From an optimization exercise on the open Yosys and OpenROAD flow, aimed at small area and a short achievable clock period; shortcuts taken in it are not production practice.
The RTL was checked by simulation tests, not by an equivalence proof against the original design.
No activity file was given, so power comes from the tool's default toggle rates.

### design/flow/design.v
`timescale 1ns/1ps
`default_nettype none
package cfc_pkg;
    typedef logic [5-1:0]  log_reg_t;    
    typedef logic [6-1:0] phys_reg_t;   
    typedef logic [5-1:0]  rob_tag_t;    
    typedef logic [5-1:0]  frl_ptr_t;    
    typedef logic [3-1:0] ckpt_idx_t;   
    typedef struct packed {
        logic      valid;        
        logic      reg_write;    
        logic      branch;       
        log_reg_t  rd;
        log_reg_t  rs;
        log_reg_t  rt;
        phys_reg_t new_phys;     
        rob_tag_t  branch_tag;   
        frl_ptr_t  frl_head;     
    } dispatch_req_t;
    typedef struct packed {
        logic      valid;
        logic      reg_write;
        log_reg_t  rd;
        phys_reg_t phys;         
    } commit_req_t;
    typedef struct packed {
        logic     valid;
        rob_tag_t rob_tag;       
    } flush_req_t;
    typedef struct packed {
        rob_tag_t rob_tag;       
        frl_ptr_t frl_head;      
    } flush_rsp_t;
    typedef struct packed {
        logic      hit;          
        ckpt_idx_t idx;          
    } ckpt_sel_t;
    typedef struct packed {
        ckpt_sel_t rs;
        ckpt_sel_t rt;
        ckpt_sel_t rd;
    } lookup_sel_t;
    typedef struct packed {
        phys_reg_t rs_phys;       
        phys_reg_t rt_phys;       
        phys_reg_t rd_prev_phys;  
    } rename_rsp_t;
endpackage
`default_nettype wire
`timescale 1ns/1ps
`default_nettype none
module cfc_top (
    input  wire       clk,
    input  wire       resetb,
    input  wire       dispatch_valid,
    input  wire       dispatch_reg_write,
    input  wire       dispatch_branch,
    input  wire [4:0] dispatch_rd,
    input  wire [4:0] dispatch_rs,
    input  wire [4:0] dispatch_rt,
    input  wire [5:0] dispatch_new_phys,
    input  wire [4:0] dispatch_branch_tag,
    input  wire [4:0] dispatch_frl_head,
    input  wire       commit_valid,
    input  wire       commit_reg_write,
    input  wire [4:0] commit_rd,
    input  wire [5:0] commit_phys,
    input  wire [4:0] rob_top,
    input  wire       flush_valid,
    input  wire [4:0] flush_rob_tag,
    output wire [5:0] rename_rs_phys,
    output wire [5:0] rename_rt_phys,
    output wire [5:0] rename_rd_prev_phys,
    output wire [4:0] flush_rsp_rob_tag,
    output wire [4:0] flush_rsp_frl_head,
    output wire       full
);
    reg  [159:0] e_rd;         
    reg  [191:0] e_ph;         
    reg  [31:0]  e_wv;         
    reg  [4:0]   next_tag;     
    reg          init;         
    reg  [191:0] rrat;         
    reg  [2:0]   head;         
    reg  [2:0]   tail;         
    reg  [39:0]  s_tag;        
    reg  [39:0]  s_frl;        
    reg  [5:0]   rs_q, rt_q, rd_q;
    wire disp = dispatch_valid && !flush_valid;
    wire [7:0] slot_live;
    wire [7:0] fmatch;
    genvar g;
    generate
        for (g = 0; g < 8; g = g + 1) begin : g_slot
            wire ge_t = (3'(g) >= tail);
            wire lt_h = (3'(g) < head);
            assign slot_live[g] = (tail <= head) ? (ge_t && lt_h) : (ge_t || lt_h);
            assign fmatch[g]    = slot_live[g] && (s_tag[g*5 +: 5] == flush_rob_tag);
        end
    endgenerate
    reg [4:0] frl_sel;
    reg [2:0] f_idx;
    integer s;
    always @* begin
        frl_sel = 5'd0;
        f_idx   = 3'd0;
        for (s = 0; s < 8; s = s + 1) begin
            frl_sel = frl_sel | ({5{fmatch[s]}} & s_frl[s*5 +: 5]);
            f_idx   = f_idx | ({3{fmatch[s]}} & 3'(s));
        end
    end
    wire [4:0] tail_tag   = s_tag[tail*5 +: 5];
    wire       release_ok = commit_valid && (head != tail) && (tail_tag == rob_top);
    wire       create     = disp && dispatch_branch;
    assign full               = (3'(head + 3'd1) == tail);
    assign flush_rsp_rob_tag  = flush_rob_tag;
    assign flush_rsp_frl_head = frl_sel;
    always @(posedge clk or negedge resetb) begin
        if (!resetb) begin
            head <= 3'd0;
            tail <= 3'd0;
        end else begin
            if (release_ok)
                tail <= tail + 3'd1;
            if (flush_valid)
                head <= f_idx;
            else if (create)
                head <= head + 3'd1;
        end
    end
    always @(posedge clk) begin
        if (create) begin
            s_tag[head*5 +: 5] <= dispatch_branch_tag;
            s_frl[head*5 +: 5] <= dispatch_frl_head;
        end
    end
    wire [31:0] newer;
    wire [31:0] flushed;
    wire        fwrap = (flush_rob_tag >= next_tag);
    generate
        for (g = 0; g < 32; g = g + 1) begin : g_win
            wire above_f = (5'(g) > flush_rob_tag);
            assign newer[g]   = (5'(g) < next_tag);
            assign flushed[g] = fwrap ? (above_f || newer[g]) : (above_f && newer[g]);
        end
    endgenerate
    always @(posedge clk or negedge resetb) begin
        if (!resetb) begin
            init     <= 1'b1;
            next_tag <= 5'd0;
            e_wv     <= 32'd0;
        end else begin
            init <= 1'b0;
            if (init)
                next_tag <= rob_top;
            else if (flush_valid)
                next_tag <= flush_rob_tag + 5'd1;
            else if (dispatch_valid)
                next_tag <= next_tag + 5'd1;
            if (flush_valid)
                e_wv <= e_wv & ~flushed;
            else if (dispatch_valid)
                e_wv[next_tag] <= dispatch_reg_write;
        end
    end
    always @(posedge clk) begin
        if (disp) begin
            e_rd[next_tag*5 +: 5] <= dispatch_rd;
            e_ph[next_tag*6 +: 6] <= dispatch_new_phys;
        end
    end
    integer r;
    always @(posedge clk or negedge resetb) begin
        if (!resetb) begin
            for (r = 0; r < 32; r = r + 1)
                rrat[r*6 +: 6] <= 6'(r);
        end else if (commit_valid && commit_reg_write) begin
            rrat[commit_rd*6 +: 6] <= commit_phys;
        end
    end
    function automatic [5:0] lookup(input [4:0] op);
        reg [31:0] m, lo, hi, sel;
        reg        any_lo, seen;
        reg [5:0]  res;
        integer    i;
        begin
            for (i = 0; i < 32; i = i + 1)
                m[i] = e_wv[i] && (e_rd[i*5 +: 5] == op);
            lo     = m & newer;
            hi     = m & ~newer;
            any_lo = |lo;
            seen = 1'b0;
            for (i = 31; i >= 0; i = i - 1) begin
                sel[i] = lo[i] && !seen;
                seen   = seen || lo[i];
            end
            seen = any_lo;
            for (i = 31; i >= 0; i = i - 1) begin
                sel[i] = sel[i] || (hi[i] && !seen);
                seen   = seen || hi[i];
            end
            res = 6'd0;
            for (i = 0; i < 32; i = i + 1)
                res = res | ({6{sel[i]}} & e_ph[i*6 +: 6]);
            lookup = (|m) ? res : rrat[op*6 +: 6];
        end
    endfunction
    always @(posedge clk) begin
        rs_q <= lookup(dispatch_rs);
        rt_q <= lookup(dispatch_rt);
        rd_q <= lookup(dispatch_rd);
    end
    assign rename_rs_phys      = rs_q;
    assign rename_rt_phys      = rt_q;
    assign rename_rd_prev_phys = rd_q;
endmodule
`default_nettype wire
### design/flow/run.sh
#!/bin/bash
# synth_recipe.tcl (not shown) runs the flow's synth.tcl, then flattens the netlist and writes it again
# the make line also repeats each setting of config.mk as NAME=value (left out here)
make -C /OpenROAD-flow-scripts/flow DESIGN_CONFIG=/design/flow/config.mk WORK_HOME=/design/flow/orfs CLKGATE_MAP_FILE= SYNTH_SCRIPT=/design/flow/synth_recipe.tcl finish
### design/flow/config.mk
export PLATFORM = sky130hd
export DESIGN_NAME = cfc_top
export DESIGN_NICKNAME = cfc_top
export VERILOG_FILES = /design/flow/design.v
export SDC_FILE = /design/flow/constraint.sdc
export NUM_CORES = 4
export LEC_CHECK = 0
export CAP_MARGIN = 20
export CORE_MARGIN = 2
export CORE_UTILIZATION = 40
export SLEW_MARGIN = 20
### design/flow/constraint.sdc
create_clock -name core_clock -period 5.5 [get_ports {clk}]
set_input_delay 1.1000 -clock core_clock [delete_from_list [all_inputs] [get_ports {clk}]]
set_output_delay 1.1000 -clock core_clock [all_outputs]
set_load 0.01 [all_outputs]
==> results.yml <==
critical_path:
  crit_buf_inv: 4
  required_ps: 6100
  cpPeakStageDelay_ps: 890
  critPathLaunchType: "flip-flop"
  cp_max_fo: 8
  path_common_cell: "buf_4"
  end_kind: "flip-flop"
  path_cells: "buf_4 > ha_1 > inv_1 > a21oi_1 > nor3_1 > buf_4 > or4_1 > nor3b_2 > nand2_1 > buf_4 > nor2_1 > a222oi_1 > and4_1 > a31oi_1"
  path_class: "reg -> reg"
  worstPathArrival_ps: 6250
  cp_top_family: "simple AND/OR/NAND/NOR gates"
  cp_slowest_cell: "nor3b_2"
cts:
  cts.clk_slew.worst_paths_ps: 60
  clock-sinks: 686
  cts_tree: "done"
  cts_root_buf: "clkbuf_16"
  worstSkewPairLatency_ps: 750
  cts-buffers-inserted: 81
  clockBufferDepth: 3
  hold_buffers: 0
  htreeDepth: 3
final_layout:
  layout.cells.most_common_list: "buf_4, nand2_1, a22o_1, edfxtp_1, xnor2_1"
  regArea_sq_mm: 0.0193
  fillers: 12900
  layout.cells.non_filler: 8314
  syn2layout_area_growth_pct: 20.2
  design_area_sq_mm: 0.0670
  nets: 6548
  postLayoutCoreUtil_pct: 48.6
  multiInputGateArea_sq_mm: 0.0347
  layout_commonest_cell: "buf_4"
  layout-drive-gt1-share_pct: 23.6
route:
  first_iter_violations: 10700
  vias: 60100
  drt_wl_total_um: 355000
  ant_nets: 0
  via_per_inst: 7.23
  avgRoutedWirePerCell_um: 42.7
  first_pass_iters: 10
  drc: 0
outcome:
  so.violations: "setup timing"
  status: "complete, but fails checks"
power:
  leakage_uw: 0.0253
  ir_worst_vdd_mv: 0.292
  p_per_area_mw_per_mm2: 302
timing:
  setup_viol_count_final: 4
  slew_headroom_pct: 11.9
  fmax_mhz: 177
  worst_slack_ps: -149
  finalHoldViolCount: 0
  period_needed_ps: 5650
  report.final.slew_viol_count: 0
  timing.final.crit_share_pct: 103
  worstMarginPinSlew_ps: 1320
  worst_hold_slack_ps: 448
  fin_worst_skew_ps: 64.0
worst_hold_path:
  hp-class: "in -> async"
placement:
  dp_hpwl_um: 278000
  placed_cell_area_sq_mm: 0.0642
  numPortBuffers: 88
  pre_cts_ws_ps: -83.3
  gp_congestion: 1.19
  dp.cells: 8155
grt:
  grt_max_degree: 158
  antenna_found_initial: 24
  met2_usage_pct: 71.2
  grt_usage_pct: 48.8
  grt_pass1_vias: 55900
  grt_overflow_total: 0
  busiest_layer: "met2"
  grt_use_met1_pct: 60.7
  use_met3_pct: 15.2
  grt_pass1_wl_um: 477000
synthesis:
  postSynthCellCount: 5767
  synth_area_sq_mm: 0.0557
  avgSynthCellArea_sq_um: 9.66
  syn_nets: 5871
  ys_seq_elements: 686
  synth_flop_cell: "edfxtp_1"
  ys_warn_count: 1
  synth_top_area_share_pct: 23.3
  synth.area.top_cells: "edfxtp_1, mux4_2, a22o_1"
  ys_async_sr_fraction_pct: 34.4
  synth_edf_count: 432
  ys_seq_area_share_pct: 34.7
  synth.distinct_cells: 122
  synth_area_leader_cell: "edfxtp_1"
job:
  drv_cap: 0
floorplanning:
  die_x_um: 377
  ioPinCount: 89
  rows: 136
  start_util_pct: 40.4
  coreArea_sq_mm: 0.138
  dieArea_sq_mm: 0.142
  fp.dieH_um: 377
## kinds of logic (layout without fill, tap and decap cells)
kind of cell / after synthesis / count (layout) / synth area share [%]
fa+ha+maj: 52 / 52 / 1.16
buf+inv: 405 / 1145 / 3.72
flops: 686 / 686 / 34.7
compound gates: 1511 / 1511 / 20.9
mux: 336 / 336 / 10.5
simple gates: 2208 / 2208 / 20.0
xor+xnor: 568 / 568 / 8.94
other cells: 1 / 14 / 0.00673
## flip-flops by register name, summed over array words and instances, names as in the netlist, 5 cells and up
| register | flops |
|---|---|
| e_rd | 160 |
| e_wv | 32 |
| rrat | 192 |
| rs_q | 6 |
| rt_q | 6 |
| rd_q | 6 |
| s_frl | 40 |
| s_tag | 40 |
| e_ph | 192 |
| next_tag | 5 |
## worst reg2reg max path, cell delays in order, from the launching register on
cell and delay, ps:
dfrtp_1 600, buf_4 220, ha_1 460, inv_1 180, a21oi_1 420, nor3_1 150
buf_4 200, or4_1 540, nor3b_2 890, nand2_1 240, buf_4 230, nor2_1 360
a222oi_1 290, and4_1 310, a31oi_1 390
## area by class of cell
cell class              instances  area share (%)
diodes                         13          0.0486
repair buffers                946            11.6
multi-input cells            4676            51.7
inverters                      53           0.310
clock inverters                45           0.824
flip-flops and latches        686            28.9
well taps                    1794            3.35
clock buffers                 101            3.23
## final timing paths
kind	depth (start not counted)	start	slack (ps)	to
worst max-delay path	14	next_tag[3]	-150	rt_q[0]
worst min-delay path	1	resetb	450	rrat[98]
worst max register to register	14	next_tag[3]	-150	rt_q[0]
worst min register to register	2	rrat[182]	490	rrat[182]
max in group asynchronous	2	resetb	3720	e_wv[21]
min in group core_clock	2	rrat[182]	490	rrat[182]
## synthesized netlist by cell type (all sizes together), types with 29 or more instances
master,instances
inv,51
mux2i,38
nand4,123
a221oi,52
a21oi,129
buf,150
nor2b,45
a32oi,51
nand2,716
o21ai,232
a22o,465
nor2,382
ha,42
o22ai,29
mux2,108
nand3,273
a211oi,30
dfrtp,155
mux4,190
and3,89
or3,29
xor2,133
clkbuf,202
edfxtp,432
xnor2,435
a31oi,51
nor4,94
nor3,239
dfstp,81
a32o,64
a22oi,122
and2,42
## metal layers
layer  wire, um  vias to the layer above  share of wire [%]
met4      33000                       12                9.3
met2     146000                     5070                 41
li1           -                    24000                  -
met1     132000                    29800                 37
met3      44100                     1251                 12
met5         88                        -              0.025
## where the power goes
group	switching (uW)	leakage, uW	internal [uW]	total [uW]
combinational	4180	0.0169	2760	6930
sequential	1240	0.00711	6440	7680
clock	2500	0.00131	3120	5620
## what timing repair did
action,CTS,global route
setup buffers,0,0
resized for setup,1,9
setup endpoints to repair,2,16
gates cloned,0,0
## per-stage QoR
step,power [uW],setup TNS [ps]
floorplan,10900,-701370
detailed placement,14300,-300
global placement,14100,-1280
finish,20200,-279
CTS,19800,0
global route,20600,-23.4

-- static timing again, ports no longer ideal --
The results above use ideal ports. As a check the final layout listed here was re-extracted and re-timed, cells and wires unchanged.
Step 1, drivers: a clkbuf_16 drives clk and a buf_2 each remaining input, both assumed.
Step 2 also shifts input and output timing later by t, the mid clock arrival at the registers, as if the neighbouring blocks saw the same clock.
a / b / c = ideal ports / drivers / drivers and shift; a / b = the first two.
shift t [ns]: 0.803
setup WS [ns]: -0.149 / -0.149 / -0.534
worst hold slack (ns): 0.448 / 0.409 / 0.494
worst register clock-pin slew, ns: 0.07 / 0.07
worst data-port slew with drivers (ns): 0.07
For this run, drivers alone change the setup slack by 0.000 ns; drivers and shift together by -0.385 ns.
